From an optimization exercise on the open Yosys and OpenROAD flow, aimed at small area, a short achievable clock period and few clock cycles per item; shortcuts taken in it are not production practice.
RTL that was checked went through simulation tests only; none was proved equivalent to the original.
Power figures rest on the tool's default switching activity, not on a simulated workload.

Design lfu_cache_hit_detector_core, start of the top module:
module lfu_cache_hit_detector_core #(
    parameter int MAX_ENTRIES = lchd_pkg::MAX_ENTRIES_DFLT
) (
    input  logic                          clk,
    input  logic                          rst_n,
    input  logic                          cfg_we,
    input  logic [lchd_pkg::CAP_W-1:0]    cfg_wdata,
    input  logic                          s_axis_tvalid,
    output logic                          s_axis_tready,
    input  logic [lchd_pkg::KEY_W-1:0]    s_axis_tdata,
    output logic                          m_axis_tvalid,
    input  logic                          m_axis_tready,
    output logic [lchd_pkg::RES_W-1:0]    m_axis_tdata
);
    localparam int N     = MAX_ENTRIES;
    localparam int KW    = lchd_pkg::KEY_W;
    localparam int CW    = lchd_pkg::COUNT_W;
    localparam int TW    = lchd_pkg::TOTAL_W;
    localparam int CAPW  = lchd_pkg::CAP_W;
    localparam int IDX_W = (N > 1) ? $clog2(N) : 1;
    function automatic logic [IDX_W-1:0] lim_idx(input logic [CAPW-1:0] cap);
        if (cap == '0)
            lim_idx = '0;
        else if (cap > CAPW'(N))
            lim_idx = IDX_W'(N-1);
        else
            lim_idx = IDX_W'(cap - CAPW'(1));
    endfunction
    localparam logic [CW-1:0] CNT_ZERO = CW'(1);
    localparam logic [CW-1:0] CNT_LAST = CW'(2);
    function automatic logic [CW-1:0] lfsr_next(input logic [CW-1:0] c);
        lfsr_next = (c >> 1) ^ (c[0] ? 16'hB400 : 16'h0000);
    endfunction
    logic [KW-1:0]    kp_q  [0:N-1];    
    logic [IDX_W-1:0] ptr_q [0:N-1];    
    logic [CW-1:0]    cnt_q [0:N-1];
    logic [N-1:0]  v_q;
    logic [N-1:0]  eq_q;
    logic [N-1:0]  sat_q;               
    logic [CAPW-1:0] cap_q;
    logic          room_q;              
    logic          av_q;
    logic [KW-1:0] a_q;
    logic [N-1:0]  e_q;                 
    logic          ek_q;                
    logic          kv_q;
    logic [KW-1:0] k_q;
    logic [N-1:0]  meq_q;               
    logic          hit_q;               
    logic          miss_q;              
    logic          rdy_q;
    logic          hv_q, q1v_q, q2v_q;
    logic          h_hit_q, q1_hit_q, q2_hit_q;
    logic [TW-1:0] h_tot_q;
    logic upd, mv, s_hs, pop, full_n;
    assign upd   = kv_q;
    assign full_n = ~pop & (q2v_q | (q1v_q & kv_q));
  ...
==> flow/config.mk <==
export PLATFORM = sky130hd
export DESIGN_NAME = lfu_cache_hit_detector_core
export DESIGN_NICKNAME = lfu_cache_hit_detector_core
export VERILOG_FILES = /design/flow/design.v
export SDC_FILE = /design/flow/constraint.sdc
export NUM_CORES = 4
export LEC_CHECK = 0
export CAP_MARGIN = 20
export CORE_MARGIN = 2
export CORE_UTILIZATION = 40
export SETUP_SLACK_MARGIN = 2.4
export SLEW_MARGIN = 20
==> flow/constraint.sdc <==
create_clock -name core_clock -period 5.0 [get_ports {clk}]
set_input_delay 1.0000 -clock core_clock [delete_from_list [all_inputs] [get_ports {clk}]]
set_output_delay 1.0000 -clock core_clock [all_outputs]
set_load 0.01 [all_outputs]
standard.sh (not shown) runs the stock make flow with config.mk's settings and CLKGATE_MAP_FILE= SYNTH_SCRIPT=/design/flow/synth_recipe.tcl, a recipe that flattens the netlist after the stock synthesis.
==> flow/flow/run.sh <==
#!/bin/bash
# Standard ORFS flow, with plain buffers on the ports instead of the
# default pick (a delay buffer).
set -e
export BUFFER_PORTS_ARGS="-buffer_cell sky130_fd_sc_hd__buf_4"
bash standard.sh > standard.log 2>&1
Testbench counts at the start, summed over its fixed seeds: cycles 12,024, items 12,000.
Then changed:
- CTS_CLUSTER_DIAMETER: not set -> 80
- CTS_CLUSTER_SIZE: not set -> 20
The changed run finished with timing, DRC and antenna clean.
Count of clock-buffer cells in the layout drops by 53.
Cell count drops slightly.
Fmax climbs by a few percent.
Area after synthesis does not change.
Cell area drops by a few percent.
Register-to-register slack is better by 0.12 ns.
Sequential share of layout area climbs by 1.5 points.
Routed wire length drops slightly.
Power drops by roughly a tenth.
Then changed:
- CORE_UTILIZATION: 40 -> 55
- CTS_CLUSTER_DIAMETER: 80 -> not set
- CTS_CLUSTER_SIZE: 20 -> not set
After rerunning:
- cell count falls by 7.3%
- core utilization rises by 18 points
- non-clock buffer count falls by 44
- maximum frequency falls by 2.3%
- global-route usage rises by 8.4 points
- synthesized area stays the same
- wire length falls by 2.5%
- synthesized cell count is unchanged
- worst setup slack loses 0.060 ns
- critical path depth falls by 1
- sequential power barely changes
Then changed:
- CORE_UTILIZATION: 55 -> 40
- SETUP_SLACK_MARGIN: 2.4 -> 2.8
After rerunning: Final area went up by roughly a tenth; via count went up by roughly a tenth; synthesized cell count is unchanged; global-route usage went down by 7.1 points; count of clock-buffer cells in the layout went down by 2; total power went up by roughly a tenth; register-to-register slack improves by 0.07 ns; non-clock buffer count went up by 419; die area went up by well over a third; hold slack degrades by 0.058 ns; worst setup slack improves by 0.070 ns.
Then changed:
- SETUP_SLACK_MARGIN: 2.8 -> 2.0
Setup slack degrades by 0.39 ns.
Synthesized cell count stays the same.
Total power goes down by 10%.
Cell area falls by 12%.

Another version of the RTL of lfu_cache_hit_detector_core (not shown whole).
Size in the first run: about 4,100 cells after synthesis, ~1,000 flip-flops, ~52,000 um^2 of cells after synthesis.
clock: 5.0 ns
lec_check: 0
cap_margin: 20
core_margin: 2
core_utilization: 65
cts_cluster_diameter: 100
cts_cluster_size: 24
setup_slack_margin: 2.75
slew_margin: 20
Scripts as last shown in full above: flow/flow/run.sh
Then changed:
- SETUP_SLACK_MARGIN: 2.75 -> 2.6
After rerunning:
- routed wire length fell by 1.4%
- die area stays the same
- total power falls by 0.93%
No functional check of the RTL was part of any run of this note.

## run 1
The RTL this note starts from:
==> flow/design.v <==
package lchd_pkg;
    localparam int KEY_W             = 32;
    localparam int COUNT_W           = 16;
    localparam int CAP_W             = 5;
    localparam int TOTAL_W           = 32;
    localparam int MAX_ENTRIES_DFLT  = 16;
    localparam logic [CAP_W-1:0]   CAP_RESET = CAP_W'(16);
    localparam logic [COUNT_W-1:0] COUNT_MAX = '1;
    localparam logic [TOTAL_W-1:0] TOTAL_MAX = '1;
    localparam int RES_BITS = 1 + TOTAL_W;
    localparam int RES_W    = ((RES_BITS + 7) / 8) * 8;
    typedef struct packed {
        logic [KEY_W-1:0]   key;
        logic [COUNT_W-1:0] count;
    } entry_t;
endpackage
module lfu_cache_hit_detector_core #(
    parameter int MAX_ENTRIES = lchd_pkg::MAX_ENTRIES_DFLT
) (
    input  logic                          clk,
    input  logic                          rst_n,
    input  logic                          cfg_we,
    input  logic [lchd_pkg::CAP_W-1:0]    cfg_wdata,
    input  logic                          s_axis_tvalid,
    output logic                          s_axis_tready,
    input  logic [lchd_pkg::KEY_W-1:0]    s_axis_tdata,
    output logic                          m_axis_tvalid,
    input  logic                          m_axis_tready,
    output logic [lchd_pkg::RES_W-1:0]    m_axis_tdata
);
    localparam int N     = MAX_ENTRIES;
    localparam int KW    = lchd_pkg::KEY_W;
    localparam int CW    = lchd_pkg::COUNT_W;
    localparam int TW    = lchd_pkg::TOTAL_W;
    localparam int CAPW  = lchd_pkg::CAP_W;
    localparam int IDX_W = (N > 1) ? $clog2(N) : 1;
    function automatic logic [N-1:0] lim_dec(input logic [CAPW-1:0] cap);
        logic [N-1:0] r;
        r = '0;
        if (cap == '0)
            r[0] = 1'b1;
        else if (cap > CAPW'(N))
            r[N-1] = 1'b1;
        else
            r[cap - CAPW'(1)] = 1'b1;
        lim_dec = r;
    endfunction
    logic [KW-1:0]    kp_q  [0:N-1];    
    logic [IDX_W-1:0] ptr_q [0:N-1];    
    logic [CW-1:0]    cnt_q [0:N-1];
    logic [N-1:0]  v_q;
    logic [N-1:0]  eq_q;
    logic [N-1:0]  sat_q;               
    logic [N-1:0]  lim_q;
    logic          room_q;              
    logic          kv_q;
    logic [KW-1:0] k_q;
    logic [N-1:0]  meq_q;
    logic          hit_q;               
    logic          rdy_q;
    logic          hv_q, tv_q;
    logic          h_hit_q, t_hit_q;
    logic [TW-1:0] h_tot_q;
    logic upd, s_hs, pop;
    assign upd   = kv_q & ~tv_q;
    assign s_axis_tready = rdy_q;
    assign s_hs  = s_axis_tvalid & rdy_q;
    assign pop   = hv_q & m_axis_tready;
    assign m_axis_tvalid = hv_q;
    assign m_axis_tdata  = lchd_pkg::RES_W'({h_tot_q, h_hit_q});
    logic [N-1:0] mh, gl, gr, go, stop, on, last, fh, ins, mins, missch;
    logic         hit, miss, room;
    always_comb
    begin
        for (int i = 0; i < N; i++)
        begin
            mh[i]   = upd & meq_q[i] & v_q[i] & ~sat_q[i];
        end
        for (int i = 0; i < N; i++)
        begin
            gl[i]   = (2*i+1 < N) ? (v_q[(2*i+1) % N] & eq_q[(2*i+1) % N]) : 1'b0;
            gr[i]   = (2*i+2 < N) ? (v_q[(2*i+2) % N] & eq_q[(2*i+2) % N] & ~gl[i]) : 1'b0;
            stop[i] = ~gl[i] & ~gr[i];
        end
        for (int i = 0; i < N; i++)
        begin
            go[i] = (i == 0) ? 1'b0 : (((i % 2) == 1) ? gl[(i-1)/2] : gr[(i-1)/2]);
        end
        for (int i = 0; i < N; i++)
        begin
            on[i] = mh[i];
            for (int d = 1; d <= IDX_W; d++)
            begin
                if (((i+1) >> d) >= 1)
                begin
                    logic r;
                    r = 1'b1;
                    for (int e = 0; e < d; e++)
                    begin
                        r = r & go[((i+1) >> e) - 1];
                    end
                    on[i] = on[i] | (mh[((i+1) >> d) - 1] & r);
                end
            end
            last[i] = on[i] & stop[i];
        end
        for (int i = 0; i < N; i++)
        begin
            fh[i] = ~v_q[i] & ((i == 0) ? 1'b1 : v_q[(i+N-1) % N]);
        end
        for (int i = N-1; i >= 0; i--)
        begin
            ins[i] = fh[i];
            if (2*i+1 < N) ins[i] = ins[i] | ins[(2*i+1) % N];
            if (2*i+2 < N) ins[i] = ins[i] | ins[(2*i+2) % N];
        end
        room = room_q;
        for (int i = 0; i < N; i++)
        begin
            mins[i] = (i == 0) ? 1'b1 : (room & ins[i]);
        end
        hit    = hit_q;
        miss   = upd & ~hit;
        missch = {N{miss}} & mins;
    end
    logic [CW-1:0]    inc [0:N-1];
    logic [N-1:0]     d1, z, wsel, wr;
    logic [IDX_W-1:0] ptr_n [0:N-1];
    logic [CW-1:0]    cnt_n [0:N-1];
    logic [IDX_W-1:0] hp, fidx, newp;
    logic [N-1:0]     v_n, eq_n, lim_n, sat_n;
    logic             room_n;
    always_comb
    begin
        hp   = '0;
        fidx = '0;
        for (int i = 0; i < N; i++)
        begin
            inc[i] = cnt_q[i] + CW'(1);
            z[i]   = (cnt_q[i] == '0);
            d1[i]  = (i == 0) ? 1'b0 : (cnt_q[i] == inc[(i-1)/2]);
            hp     = hp | ({IDX_W{mh[i]}} & ptr_q[i]);
            fidx   = fidx | ({IDX_W{fh[i]}} & IDX_W'(i));
        end
        newp = room ? fidx : ptr_q[0];
        for (int i = 0; i < N; i++)
        begin
            ptr_n[i] = on[i] ? (gl[i] ? ptr_q[(2*i+1) % N] : (gr[i] ? ptr_q[(2*i+2) % N] : hp))
                     : (missch[i] ? ((i == 0) ? newp : ptr_q[(i-1)/2]) : ptr_q[i]);
            cnt_n[i] = last[i] ? inc[i] : (missch[i] ? ((i == 0) ? CW'(0) : cnt_q[(i-1)/2]) : cnt_q[i]);
            v_n[i]   = v_q[i] | (miss & room & fh[i]);
            sat_n[i] = last[i] ? (cnt_q[i] == (lchd_pkg::COUNT_MAX - CW'(1)))
                     : (missch[i] ? ((i == 0) ? 1'b0 : sat_q[(i-1)/2]) : sat_q[i]);
            wsel[i]  = room ? fh[i] : (ptr_q[0] == IDX_W'(i));
            wr[i]    = miss & wsel[i];
        end
        lim_n  = cfg_we ? lim_dec(cfg_wdata) : lim_q;
        room_n = ~|(v_n & lim_n);
        eq_n[0] = 1'b0;
        for (int i = 1; i < N; i++)
        begin
            if (last[i])
                eq_n[i] = 1'b0;
            else if (last[(i-1)/2])
                eq_n[i] = d1[i];
            else if (missch[i])
                eq_n[i] = (i <= 2) ? z[0] : eq_q[(i-1)/2];
            else if (miss & mins[(i-1)/2])
                eq_n[i] = (i <= 2) ? z[i] : (eq_q[i] & eq_q[(i-1)/2]);
            else
                eq_n[i] = eq_q[i];
        end
    end
    logic [N-1:0] eqx, eqh, meq_n;
    logic         eqk, hit_n;
    always_comb
    begin
        for (int i = 0; i < N; i++)
        begin
            eqx[i] = (s_axis_tdata == kp_q[i]);
        end
        eqk = (s_axis_tdata == k_q);
        hit_n = miss & eqk;
        for (int i = 0; i < N; i++)
        begin
            eqh[i] = eqx[ptr_q[i]];
            hit_n  = hit_n | (eqx[i] & v_q[i] & ~wr[i]);
        end
        for (int i = 0; i < N; i++)
        begin
            meq_n[i] = on[i] ? (gl[i] ? eqh[(2*i+1) % N] : (gr[i] ? eqh[(2*i+2) % N] : eqk))
                     : (missch[i] ? ((i == 0) ? eqk : eqh[(i-1)/2]) : eqh[i]);
        end
    end
    logic [TW-1:0] tot_inc;
    logic          add, load_head, kv_n, tv_n;
    assign tot_inc   = h_tot_q + TW'(1);
    assign add       = (tv_q ? t_hit_q : hit) & (h_tot_q != lchd_pkg::TOTAL_MAX);
    assign load_head = (upd & (~hv_q | pop)) | (pop & tv_q);
    assign kv_n      = s_hs | (kv_q & ~upd);
    assign tv_n      = pop ? 1'b0 : ((upd & hv_q) | tv_q);
    always_ff @(posedge clk)
    begin
        for (int i = 0; i < N; i++)
        begin
            if (wr[i])
                kp_q[i] <= k_q;
            ptr_q[i] <= ptr_n[i];
            cnt_q[i] <= cnt_n[i];
        end
        eq_q  <= eq_n;
        sat_q <= sat_n;
        if (s_hs)
        begin
            k_q   <= s_axis_tdata;
            meq_q <= meq_n;
            hit_q <= hit_n;
        end
        if (load_head)
        begin
            h_hit_q <= tv_q ? t_hit_q : hit;
        end
        if (upd & hv_q & ~pop)
        begin
            t_hit_q <= hit;
        end
    end
    always_ff @(posedge clk or negedge rst_n)
    begin
        if (!rst_n)
        begin
            v_q     <= '0;
            lim_q   <= lim_dec(lchd_pkg::CAP_RESET);
            room_q  <= 1'b1;
            h_tot_q <= '0;
            kv_q    <= 1'b0;
            hv_q    <= 1'b0;
            tv_q    <= 1'b0;
            rdy_q   <= 1'b1;
        end
        else
        begin
            v_q <= v_n;
            lim_q  <= lim_n;
            room_q <= room_n;
            if (load_head & add)
                h_tot_q <= tot_inc;
            kv_q  <= kv_n;
            tv_q  <= tv_n;
            rdy_q <= ~(kv_n & tv_n);
            if (load_head)
                hv_q <= 1'b1;
            else if (pop)
                hv_q <= 1'b0;
        end
    end
endmodule
Settings: LEC_CHECK=0, CAP_MARGIN=20, CORE_MARGIN=2, CORE_UTILIZATION=40, SETUP_SLACK_MARGIN=2.0, SLEW_MARGIN=20; clock period 5.0 ns.
run.sh (not shown) runs the stock make flow with config.mk's settings and CLKGATE_MAP_FILE= SYNTH_SCRIPT=/design/flow/synth_recipe.tcl, a recipe that flattens the netlist after the stock synthesis.
Stock flow here: none of the scripts above is used.
Inputs modified between run 1 and run 2:
# run 1
export LEC_CHECK = 0
export CAP_MARGIN = 20
export CORE_MARGIN = 2
export CORE_UTILIZATION = 40
export SETUP_SLACK_MARGIN = 2.0
export SLEW_MARGIN = 20
create_clock -name core_clock -period 5.0 [get_ports {clk}]
# run 2
export LEC_CHECK = 0
export CAP_MARGIN = 20
export CORE_MARGIN = 2
export CORE_UTILIZATION = 40
export SLEW_MARGIN = 20
create_clock -name core_clock -period 5.0 [get_ports {clk}]
## What came out
Re number of hold buffers added after cts: no difference whatsoever between run 2 and run 1.
Relative to run 1, the portion of the clock cycle consumed by the worst path in the final layout of run 2 is higher by 18 points.
Compared with run 1, in run 2 initial antenna violation count shows a reduction of 4; post-detailed-routing wire length shows a reduction of 16000 um; portion of total power attributed to combinational logic now smaller.
Run comparison: run 2 worst setup path startpoint s_axis_tdata[11]; run 1 worst setup path startpoint s_axis_tdata[0]
The inputs of run 3 differ from those of run 2 as listed below.
# run 2
export LEC_CHECK = 0
export CAP_MARGIN = 20
export CORE_MARGIN = 2
export CORE_UTILIZATION = 40
export SLEW_MARGIN = 20
create_clock -name core_clock -period 5.0 [get_ports {clk}]
# run 3
export LEC_CHECK = 0
export CAP_MARGIN = 20
export CORE_MARGIN = 2
export CORE_UTILIZATION = 40
export SETUP_SLACK_MARGIN = 1.5
export SLEW_MARGIN = 20
create_clock -name core_clock -period 5.0 [get_ports {clk}]
Notes after the runs:
Both conditions hold for run 3: the flow ran to the end and the final layout passed the timing, design-rule and antenna checks.
Run 3 vs. run 2: combinational share of power went up by 0.4 points.
For the peak fanout along the critical path, run 3 came in 6 higher than run 2 did.
Hold slack: run 3 > run 2
Taking run 2 as the reference point, the post-CTS setup buffer count of run 3 rises by 15.
Run 3 has switching share of power below what run 2 had.
Function was not checked in any run of this note: the RTL went through the layout flow alone.

afterwards: timing with drivers on the ports:
Ports are ideal in the flow. The routed layouts listed here were re-timed in OpenROAD.
Step 1 sets driving cells, clkbuf_16 on the clock port and buf_2 on the other inputs (assumed; they add their load-dependent delay and slew).
Step 2 also shifts input and output timing later by t, the mid clock arrival at the registers, as if the neighbouring blocks saw the same clock.
a / b / c = no drivers / after step 1 / after step 2; a / b = the first two.
run | shift t [ns] | setup slack, ns | hold slack, ns | clock arrival spread, ns | cell pins on the clock port's net
the first run of note 1 | 0.811 | 2.315 / 2.315 / 1.525 | 0.345 / 0.311 / 0.471 | 0.070 / 0.070 | 1
the second run of note 1 | 0.789 | 2.392 / 2.420 / 1.639 | 0.327 / 0.296 / 0.452 | 0.051 / 0.050 | 1
the third run of note 1 | 0.774 | 2.331 / 2.331 / 1.616 | 0.298 / 0.262 / 0.470 | 0.047 / 0.047 | 1
the fourth run of note 1 | 0.792 | 2.401 / 2.401 / 1.698 | 0.240 / 0.228 / 0.466 | 0.052 / 0.052 | 1
the fifth run of note 1 | 0.793 | 2.013 / 2.013 / 1.408 | 0.244 / 0.228 / 0.463 | 0.038 / 0.038 | 1
the first run of note 2 | 0.736 | 2.459 / 2.459 / 2.019 | 0.313 / 0.266 / 0.475 | 0.070 / 0.070 | 1
the second run of note 2 | 0.732 | 2.460 / 2.460 / 1.903 | 0.448 / 0.409 / 0.450 | 0.044 / 0.044 | 1
run 1 | 0.815 | 1.714 / 1.769 / 0.954 | 0.262 / 0.213 / 0.503 | 0.104 / 0.104 | 1
run 2 | 0.810 | 0.817 / 0.857 / 0.058 | 0.242 / 0.191 / 0.505 | 0.079 / 0.080 | 1
run 3 | 0.816 | 1.467 / 1.528 / 0.712 | 0.279 / 0.238 / 0.500 | 0.063 / 0.064 | 1
After both steps setup and hold are still met in every run listed. The setup slack of the first run of note 1, which loses most, moves by 0.000 ns with the drivers and by -0.790 ns with both steps.
